Background: an optimization exercise with open tools, aiming at small area. Do not read the settings as production practice. Only simulation tests tie the RTL to the original design; equivalence was not proved.

File: design/flow/config.mk
export PLATFORM = sky130hd
export DESIGN_NAME = aes_key_expander
export DESIGN_NICKNAME = aes_key_expander
export VERILOG_FILES = /design/flow/design.v
export SDC_FILE = /design/flow/constraint.sdc
export NUM_CORES = 4
export LEC_CHECK = 0
export CAP_MARGIN = 20
export CORE_MARGIN = 2
export CORE_UTILIZATION = 40
export SLEW_MARGIN = 20
File: design/flow/constraint.sdc
create_clock -name core_clock -period 30.0 [get_ports {clk}]
set_input_delay 6.0000 -clock core_clock [delete_from_list [all_inputs] [get_ports {clk}]]
set_output_delay 6.0000 -clock core_clock [all_outputs]
set_load 0.01 [all_outputs]
File: design/flow/design.v
module aes_key_expander #(
    parameter int unsigned NK_MAX = 8
) (
    input  logic                 clk,
    input  logic                 rst,
    input  logic                 start,
    input  logic [1:0]           key_len,
    input  logic [32*NK_MAX-1:0] key,
    output logic                 busy,
    output logic                 done,
    output logic                 err,
    output logic [3:0]           ready_cnt,
    input  logic                 rd_en,
    input  logic [3:0]           rd_idx,
    input  logic                 rd_inv,
    output logic                 rd_valid,
    output logic                 rd_hit,
    output logic [127:0]         rd_data
);
    localparam int unsigned NSLOT = 15;
    function automatic logic [7:0] xtime(input logic [7:0] a);
        xtime = {a[6:0], 1'b0} ^ (a[7] ? 8'h1b : 8'h00);
    endfunction
    function automatic logic [7:0] sbox(input logic [7:0] a);
        logic U0, U1, U2, U3, U4, U5, U6, U7;
        logic S0, S1, S2, S3, S4, S5, S6, S7;
        logic T1, T2, T3, T4, T5, T6, T7, T8, T9, T10, T11, T12;
        logic T13, T14, T15, T16, T17, T18, T19, T20, T21, T22, T23, T24;
        logic T25, T26, T27, M1, M2, M3, M4, M5, M6, M7, M8, M9;
        logic M10, M11, M12, M13, M14, M15, M16, M17, M18, M19, M20, M21;
        logic M22, M23, M24, M25, M26, M27, M28, M29, M30, M31, M32, M33;
        logic M34, M35, M36, M37, M38, M39, M40, M41, M42, M43, M44, M45;
        logic M46, M47, M48, M49, M50, M51, M52, M53, M54, M55, M56, M57;
        logic M58, M59, M60, M61, M62, M63, L0, L1, L2, L3, L4, L5;
        logic L6, L7, L8, L9, L10, L11, L12, L13, L14, L15, L16, L17;
        logic L18, L19, L20, L21, L22, L23, L24, L25, L26, L27, L28, L29;
        {U0, U1, U2, U3, U4, U5, U6, U7} = a;
        T1 = U0 ^ U3;
        T2 = U0 ^ U5;
        T3 = U0 ^ U6;
        T4 = U3 ^ U5;
        T5 = U4 ^ U6;
        T6 = T1 ^ T5;
        T7 = U1 ^ U2;
        T8 = U7 ^ T6;
        T9 = U7 ^ T7;
        T10 = T6 ^ T7;
        T11 = U1 ^ U5;
        T12 = U2 ^ U5;
        T13 = T3 ^ T4;
        T14 = T6 ^ T11;
        T15 = T5 ^ T11;
        T16 = T5 ^ T12;
        T17 = T9 ^ T16;
        T18 = U3 ^ U7;
        T19 = T7 ^ T18;
        T20 = T1 ^ T19;
        T21 = U6 ^ U7;
        T22 = T7 ^ T21;
        T23 = T2 ^ T22;
        T24 = T2 ^ T10;
        T25 = T20 ^ T17;
        T26 = T3 ^ T16;
        T27 = T1 ^ T12;
        M1 = T13 & T6;
        M2 = T23 & T8;
        M3 = T14 ^ M1;
        M4 = T19 & U7;
        M5 = M4 ^ M1;
        M6 = T3 & T16;
        M7 = T22 & T9;
        M8 = T26 ^ M6;
        M9 = T20 & T17;
        M10 = M9 ^ M6;
        M11 = T1 & T15;
        M12 = T4 & T27;
        M13 = M12 ^ M11;
        M14 = T2 & T10;
        M15 = M14 ^ M11;
        M16 = M3 ^ M2;
        M17 = M5 ^ T24;
        M18 = M8 ^ M7;
        M19 = M10 ^ M15;
        M20 = M16 ^ M13;
        M21 = M17 ^ M15;
        M22 = M18 ^ M13;
        M23 = M19 ^ T25;
        M24 = M22 ^ M23;
        M25 = M22 & M20;
        M26 = M21 ^ M25;
        M27 = M20 ^ M21;
        M28 = M23 ^ M25;
        M29 = M28 & M27;
        M30 = M26 & M24;
        M31 = M20 & M23;
        M32 = M27 & M31;
        M33 = M27 ^ M25;
        M34 = M21 & M22;
        M35 = M24 & M34;
        M36 = M24 ^ M25;
        M37 = M21 ^ M29;
        M38 = M32 ^ M33;
        M39 = M23 ^ M30;
        M40 = M35 ^ M36;
        M41 = M38 ^ M40;
        M42 = M37 ^ M39;
        M43 = M37 ^ M38;
        M44 = M39 ^ M40;
        M45 = M42 ^ M41;
        M46 = M44 & T6;
        M47 = M40 & T8;
        M48 = M39 & U7;
        M49 = M43 & T16;
        M50 = M38 & T9;
        M51 = M37 & T17;
        M52 = M42 & T15;
        M53 = M45 & T27;
        M54 = M41 & T10;
        M55 = M44 & T13;
        M56 = M40 & T23;
        M57 = M39 & T19;
        M58 = M43 & T3;
        M59 = M38 & T22;
        M60 = M37 & T20;
        M61 = M42 & T1;
        M62 = M45 & T4;
        M63 = M41 & T2;
        L0 = M61 ^ M62;
        L1 = M50 ^ M56;
        L2 = M46 ^ M48;
        L3 = M47 ^ M55;
        L4 = M54 ^ M58;
        L5 = M49 ^ M61;
        L6 = M62 ^ L5;
        L7 = M46 ^ L3;
        L8 = M51 ^ M59;
        L9 = M52 ^ M53;
        L10 = M53 ^ L4;
        L11 = M60 ^ L2;
        L12 = M48 ^ M51;
        L13 = M50 ^ L0;
        L14 = M52 ^ M61;
        L15 = M55 ^ L1;
        L16 = M56 ^ L0;
        L17 = M57 ^ L1;
        L18 = M58 ^ L8;
        L19 = M63 ^ L4;
        L20 = L0 ^ L1;
        L21 = L1 ^ L7;
        L22 = L3 ^ L12;
        L23 = L18 ^ L2;
        L24 = L15 ^ L9;
        L25 = L6 ^ L10;
        L26 = L7 ^ L9;
        L27 = L8 ^ L10;
        L28 = L11 ^ L14;
        L29 = L11 ^ L17;
        S0 = L6 ^ L24;
        S1 = ~(L16 ^ L26);
        S2 = ~(L19 ^ L28);
        S3 = L6 ^ L21;
        S4 = L20 ^ L22;
        S5 = L25 ^ L29;
        S6 = ~(L13 ^ L27);
        S7 = ~(L6 ^ L23);
        sbox = {S0, S1, S2, S3, S4, S5, S6, S7};
    endfunction
    function automatic logic [31:0] sub_word(input logic [31:0] x);
        sub_word = {sbox(x[31:24]), sbox(x[23:16]), sbox(x[15:8]), sbox(x[7:0])};
    endfunction
    logic unused_rd_inv;
    assign unused_rd_inv = rd_inv;
    logic          busy_q, busy_d;
    logic [1:0]    mode_q, mode_d;      
    logic [5:0]    idx_q, idx_d;
    logic [2:0]    kpos_q, kpos_d;      
    logic [7:0]    rcon_q, rcon_d;
    logic [3:0]    ready_q, ready_d;
    logic          done_q, done_d;
    logic          err_q, err_d;
    logic          rd_valid_q, rd_hit_q, rd_hit_d;
    logic [3:0]    ph_q, ph_d;
    logic [NSLOT-1:0][127:0] ring_q, ring_d;
    logic [127:0]  rd_data_q, rd_data_d;
    logic          load_en;
    logic [1:0]    j;
    logic [31:0]   prev, tap, sw, tmp, wr_word;
    logic [3:0]    rpos;
    logic [NSLOT-1:0] rsel;
    function automatic logic [31:0] slot_word(input logic [127:0] s, input int k);
        slot_word = s[127-32*k -: 32];
    endfunction
    always_comb begin
        busy_d  = busy_q;
        mode_d  = mode_q;
        idx_d   = idx_q;
        kpos_d  = kpos_q;
        rcon_d  = rcon_q;
        ready_d = ready_q;
        done_d  = done_q;
        err_d   = 1'b0;
        load_en = 1'b0;
        ph_d    = (ph_q == 4'd14) ? 4'd0 : ph_q + 4'd1;
        if (!busy_q) begin
            if (start && key_len != 2'd3) begin
                load_en = 1'b1;
                mode_d  = key_len;
                idx_d   = (key_len == 2'd0) ? 6'd4 : (key_len == 2'd1) ? 6'd6 : 6'd8;
                kpos_d  = 3'd0;
                rcon_d  = 8'h01;
                ready_d = (key_len == 2'd2) ? 4'd2 : 4'd1;
                done_d  = 1'b0;
                busy_d  = 1'b1;
                ph_d    = {1'b0, key_len, 1'b0};
            end else if (start) begin
                err_d = 1'b1;
            end
        end
        j = idx_q[1:0];
        case (j)
            2'd0: prev = slot_word(ring_q[0], 3);
            2'd1: prev = slot_word(ring_q[12], 0);
            2'd2: prev = slot_word(ring_q[13], 1);
            default: prev = slot_word(ring_q[14], 2);
        endcase
        case (mode_q)
            2'd0: case (j)
                2'd0: tap = slot_word(ring_q[0], 0);
                2'd1: tap = slot_word(ring_q[1], 1);
                2'd2: tap = slot_word(ring_q[2], 2);
                default: tap = slot_word(ring_q[3], 3);
            endcase
            2'd1: case (j)
                2'd0: tap = slot_word(ring_q[4], 2);
                2'd1: tap = slot_word(ring_q[5], 3);
                2'd2: tap = slot_word(ring_q[2], 0);
                default: tap = slot_word(ring_q[3], 1);
            endcase
            default: case (j)
                2'd0: tap = slot_word(ring_q[4], 0);
                2'd1: tap = slot_word(ring_q[5], 1);
                2'd2: tap = slot_word(ring_q[6], 2);
                default: tap = slot_word(ring_q[7], 3);
            endcase
        endcase
        sw = sub_word(prev);
        if (kpos_q == 3'd0)
            tmp = {sw[23:0], sw[31:24]} ^ {rcon_q, 24'h0};
        else if (mode_q == 2'd2 && kpos_q == 3'd4)
            tmp = sw;
        else
            tmp = prev;
        wr_word = tap ^ tmp;
        if (busy_q) begin
            if (kpos_q == 3'd0) rcon_d = xtime(rcon_q);
            kpos_d = ((mode_q == 2'd0 && kpos_q == 3'd3) || (mode_q == 2'd1 && kpos_q == 3'd5) ||
                      kpos_q == 3'd7) ? 3'd0 : kpos_q + 3'd1;
            if (j == 2'd3) ready_d = ready_q + 4'd1;
            if ((mode_q == 2'd0 && idx_q == 6'd43) || (mode_q == 2'd1 && idx_q == 6'd51) ||
                idx_q == 6'd59) begin
                busy_d = 1'b0;
                done_d = 1'b1;
            end else begin
                idx_d = idx_q + 6'd1;
            end
        end
    end
    always_comb begin
        for (int p = 0; p < int'(NSLOT); p++)
            ring_d[p] = ring_q[(p + int'(NSLOT) - 1) % int'(NSLOT)];
        if (busy_q) begin
            case (j)
                2'd0: ring_d[12][127:96] = wr_word;
                2'd1: ring_d[13][95:64]  = wr_word;
                2'd2: ring_d[14][63:32]  = wr_word;
                default: ring_d[0][31:0] = wr_word;
            endcase
        end
        if (load_en) begin
            case (key_len)
                2'd0: ring_d[0] = key[255:128];
                2'd1: begin
                    ring_d[2] = key[255:128];
                    ring_d[13][127:64] = key[127:64];
                end
                default: begin
                    ring_d[4] = key[255:128];
                    ring_d[0] = key[127:0];
                end
            endcase
        end
    end
    always_comb begin
        logic [3:0] off;
        logic [4:0] diff;
        case (rd_idx)    
            4'd0: off = 4'd0;   4'd1: off = 4'd4;   4'd2: off = 4'd8;   4'd3: off = 4'd12;
            4'd4: off = 4'd1;   4'd5: off = 4'd5;   4'd6: off = 4'd9;   4'd7: off = 4'd13;
            4'd8: off = 4'd2;   4'd9: off = 4'd6;   4'd10: off = 4'd10; 4'd11: off = 4'd14;
            4'd12: off = 4'd3;  4'd13: off = 4'd7;  4'd14: off = 4'd11; default: off = 4'd0;
        endcase
        diff = {1'b0, ph_q} - {1'b0, off};
        rpos = diff[4] ? diff[3:0] + 4'd15 : diff[3:0];
        rd_hit_d = rd_en && (rd_idx < ready_q);
        for (int p = 0; p < int'(NSLOT); p++)
            rsel[p] = rd_hit_d && !rst && (rpos == 4'(p));
        rd_data_d = '0;
        for (int p = 0; p < int'(NSLOT); p++)
            rd_data_d = rd_data_d | ({128{rsel[p]}} & ring_q[p]);
    end
    always_ff @(posedge clk) begin
        if (rst) begin
            busy_q     <= 1'b0;
            ready_q    <= 4'd0;
            done_q     <= 1'b0;
            err_q      <= 1'b0;
            rd_valid_q <= 1'b0;
            rd_hit_q   <= 1'b0;
        end else begin
            busy_q     <= busy_d;
            ready_q    <= ready_d;
            done_q     <= done_d;
            err_q      <= err_d;
            rd_valid_q <= rd_en;
            rd_hit_q   <= rd_hit_d;
        end
    end
    always_ff @(posedge clk) begin
        mode_q    <= mode_d;
        idx_q     <= idx_d;
        kpos_q    <= kpos_d;
        rcon_q    <= rcon_d;
        ph_q      <= ph_d;
        ring_q    <= ring_d;
        rd_data_q <= rd_data_d;
    end
    assign busy      = busy_q;
    assign done      = done_q;
    assign err       = err_q;
    assign ready_cnt = ready_q;
    assign rd_valid  = rd_valid_q;
    assign rd_hit    = rd_hit_q;
    assign rd_data   = rd_data_q;
endmodule
File: design/flow/run.sh
#!/bin/bash
# synth_recipe.tcl (not shown) runs the flow's synth.tcl, then flattens the netlist and writes it again
# the make line also repeats each setting of config.mk as NAME=value (left out here)
make -C /OpenROAD-flow-scripts/flow DESIGN_CONFIG=/design/flow/config.mk WORK_HOME=/design/flow/orfs CLKGATE_MAP_FILE= SYNTH_SCRIPT=/design/flow/synth_recipe.tcl finish
==> impl_metrics.env <==
export IMPL_start_util_pct=40.2
export IMPL_die_w_um=432
export IMPL_async_flop_share_pct=0
export IMPL_ant_nets=0
export IMPL_cts_tree="yes"
export IMPL_final_util_pct=47.4
export IMPL_design_core_area_mm2=0.182
export IMPL_grt_pass1_vias=60400
export IMPL_dr_pass1_iters=10
export IMPL_synth_avg_cell_area_um2=10.1
export IMPL_netlist_area_leader_share_pct=56.7
export IMPL_synth_edf_count=5
export IMPL_hpwlAfterDp_um=184000
export IMPL_synth_common_cells="dfxtp_1, nand2_1, a22oi_1"
export IMPL_synth_seq_area_share_pct=56.9
export IMPL_place_port_buffers=402
export IMPL_dieArea_mm2=0.187
export IMPL_crit_fanout=44
export IMPL_start_kind="primary input"
export IMPL_cts_resized=0
export IMPL_holdBufCountCts=0
export IMPL_clock_latency_ns=0.89
export IMPL_viasPerCell=6.21
export IMPL_h_tree_depth=4
export IMPL_cts_max_path_buffers=3
export IMPL_cp_end_kind="register"
export IMPL_slew_violations=0
export IMPL_rsz0062_at_grt="no"
export IMPL_postSynthCellCount=7243
export IMPL_grt_pass1_wl_um=428000
export IMPL_fin_crit_ns=12.17
export IMPL_fin_area_mm2=0.0865
export IMPL_ys_flop_type="dfxtp_1"
export IMPL_cts_root_buf="clkbuf_16"
export IMPL_die_y_um=432
export IMPL_dp_cells=9632
export IMPL_cp_arrival_ns=12.94
export IMPL_fin_nets=7750
export IMPL_post_route_period_util_pct=40.6
export IMPL_worstPathRequired_ns=30.77
export IMPL_syn_to_final_growth_pct=18.1
export IMPL_vias=62300
export IMPL_postCtsSetupRepairBufs=0
export IMPL_netlist_top_cells_area="dfxtp_1, nand2_1, a22oi_1"
export IMPL_wirelength_um=301000
export IMPL_worstMarginPinSlew_ns=1.24
export IMPL_yosysWarnings=1
export IMPL_hold_viol_final=0
export IMPL_route_detailed_drc=0
export IMPL_boundaryPins=404
export IMPL_clock_skew_ns=0.0732
export IMPL_grt_max_degree=117
export IMPL_synth_top_area_cell="dfxtp_1"
export IMPL_antenna_found_initial=36
export IMPL_finalSetupViolCount=0
export IMPL_syn_cell_area_mm2=0.0733
export IMPL_grtUsageTotal_pct=31.1
export IMPL_rows=157
export IMPL_hold_path_class="reg2reg"
export IMPL_slew_limit_headroom_pct=17.5
export IMPL_criticalPathCategory="in2reg"
export IMPL_post_dp_cell_area_mm2=0.0795
export IMPL_finalSetupTns_ns=0
export IMPL_overflow=0
export IMPL_layout_cells_non_filler=10000
export IMPL_cts_made_buffers=201
export IMPL_drive_gt1_share_pct=7.73
export IMPL_synth_seq_cells=2080
export IMPL_gp_congestion=0.967
export IMPL_syn_nets=7538
export IMPL_synth_most_common_cell="dfxtp_1"
export IMPL_drtIter0Drc=8823
export IMPL_fmax_ghz=0.0821
export IMPL_whs_ns=0.305
export IMPL_clock_sinks=2080
export IMPL_ys_types=107
export IMPL_drv_cap=0
export IMPL_outcome="complete, no violations"
export IMPL_cts_clk_slew_worst_paths_ns=0.06
export IMPL_routedWlPerCell_um=30.1
==> kinds of logic after synthesis <==
logic type,Yosys count,share of synthesized area [%]
AOI/OAI and AO/OA,2026,20.7
DFF,2080,56.9
buffers and inverters,603,3.24
xor gates and xnor gates,324,4.45
muxes,96,1.36
adders and majority gates,30,0.517
and+or+nand+nor,2084,12.9
==> routing by layer <==
layer / global-route usage, % / up-vias / part of all wire [%] / routed length [um]
met5: 0 / - / 0.011 / 34
met4: 17.4 / 6 / 5.9 / 17700
met3: 6.00 / 739 / 9.5 / 28500
met2: 48.4 / 3758 / 45 / 135000
met1: 40.4 / 30700 / 40 / 120000
li1: - / 27100 / - / -
==> final timing paths <==
check	startpoint	slack, ns	end	cells past startpoint
worst max-delay path	rd_idx[2]	17.83	rd_data_q[96]	21
worst min-delay path	ring_q[1441]	0.31	ring_q[1569]	0
worst max register to register	idx_q[0]	20.46	ring_q[1833]	25
worst min register to register	ring_q[1441]	0.31	ring_q[1569]	0
==> cells in the final DEF, fill, tap and decap left out, drive strengths merged, types with 82 or more instances in the layout <==
cell type	count
dfxtp	2075
nand2	1250
a22oi	622
clkdlybuf4s50	401
o21ai	299
clkbuf	294
xnor2	215
a21oi	213
and3	204
a222oi	188
a22o	166
nand4	149
nor2	147
a221oi	141
nand3	137
buf	136
xor2	87
mux2i	82
==> metrics by stage <==
step	setup WS [ns]
after floorplan	20.14
after global placement	17.18
after detailed placement	17.13
after CTS	18.01
after global routing	17.69
final	17.83
==> registers in the layout, summed over array words and instances, names as in the netlist <==
| register | cells |
|---|---|
| ring_q | 1920 |
| rd_data_q | 128 |
| rcon_q | 8 |
| idx_q | 6 |
| ph_q | 4 |
| ready_q | 4 |
| kpos_q | 3 |
| mode_q | 2 |
| busy_q | 1 |
| done_q | 1 |
| err_q | 1 |
| rd_hit_q | 1 |
| rd_valid_q | 1 |
==> worst max-delay path: stages <==
cell and delay [ns]:
clkdlybuf4s50_1 0.56, inv_1 0.06, a31oi_1 0.20, ha_1 0.19
inv_1 0.07, fa_1 0.43, a21o_1 0.19, a21oi_1 0.35
nand2_1 0.12, or3_1 0.37, xnor2_2 0.13, buf_4 0.34
nand2_1 0.34, nor2b_4 0.65, buf_4 0.76, buf_4 0.84
buf_4 0.67, a22o_1 0.25, a221oi_1 0.05, and3_1 0.21
nand4_1 0.08
==> layout make-up <==
type	count	area, um2
repair buffers	538	5150
inverters	74	279
clock buffers	293	5960
flip-flops and latches	2080	41700
clock inverters	74	931
multi-input cells	4560	29500
diodes	23	57.6
well taps	2385	2980
fillers	16800	95900

==> separate check: timing with driven ports <==
How much do the figures lean on ideal ports? The routed layout below was timed once more, with nothing changed but the port constraints. Step 1: set_driving_cell puts a clkbuf_16 on clk and a buf_2 on each other input, an assumption about the parent block. Step 2 also shifts input and output timing later by t, the mid clock arrival at the registers, as if the neighbouring blocks saw the same clock. Slacks: ideal / step 1 / step 2; pairs: ideal / step 1.
shift t [ns]: 0.935
slack for setup (ns): 17.826 / 17.877 / 16.942
cell pins on the clock port's net: 1
After both steps setup and hold are still met in this run. For this run, drivers alone change the setup slack by +0.051 ns; drivers and shift together by -0.884 ns.
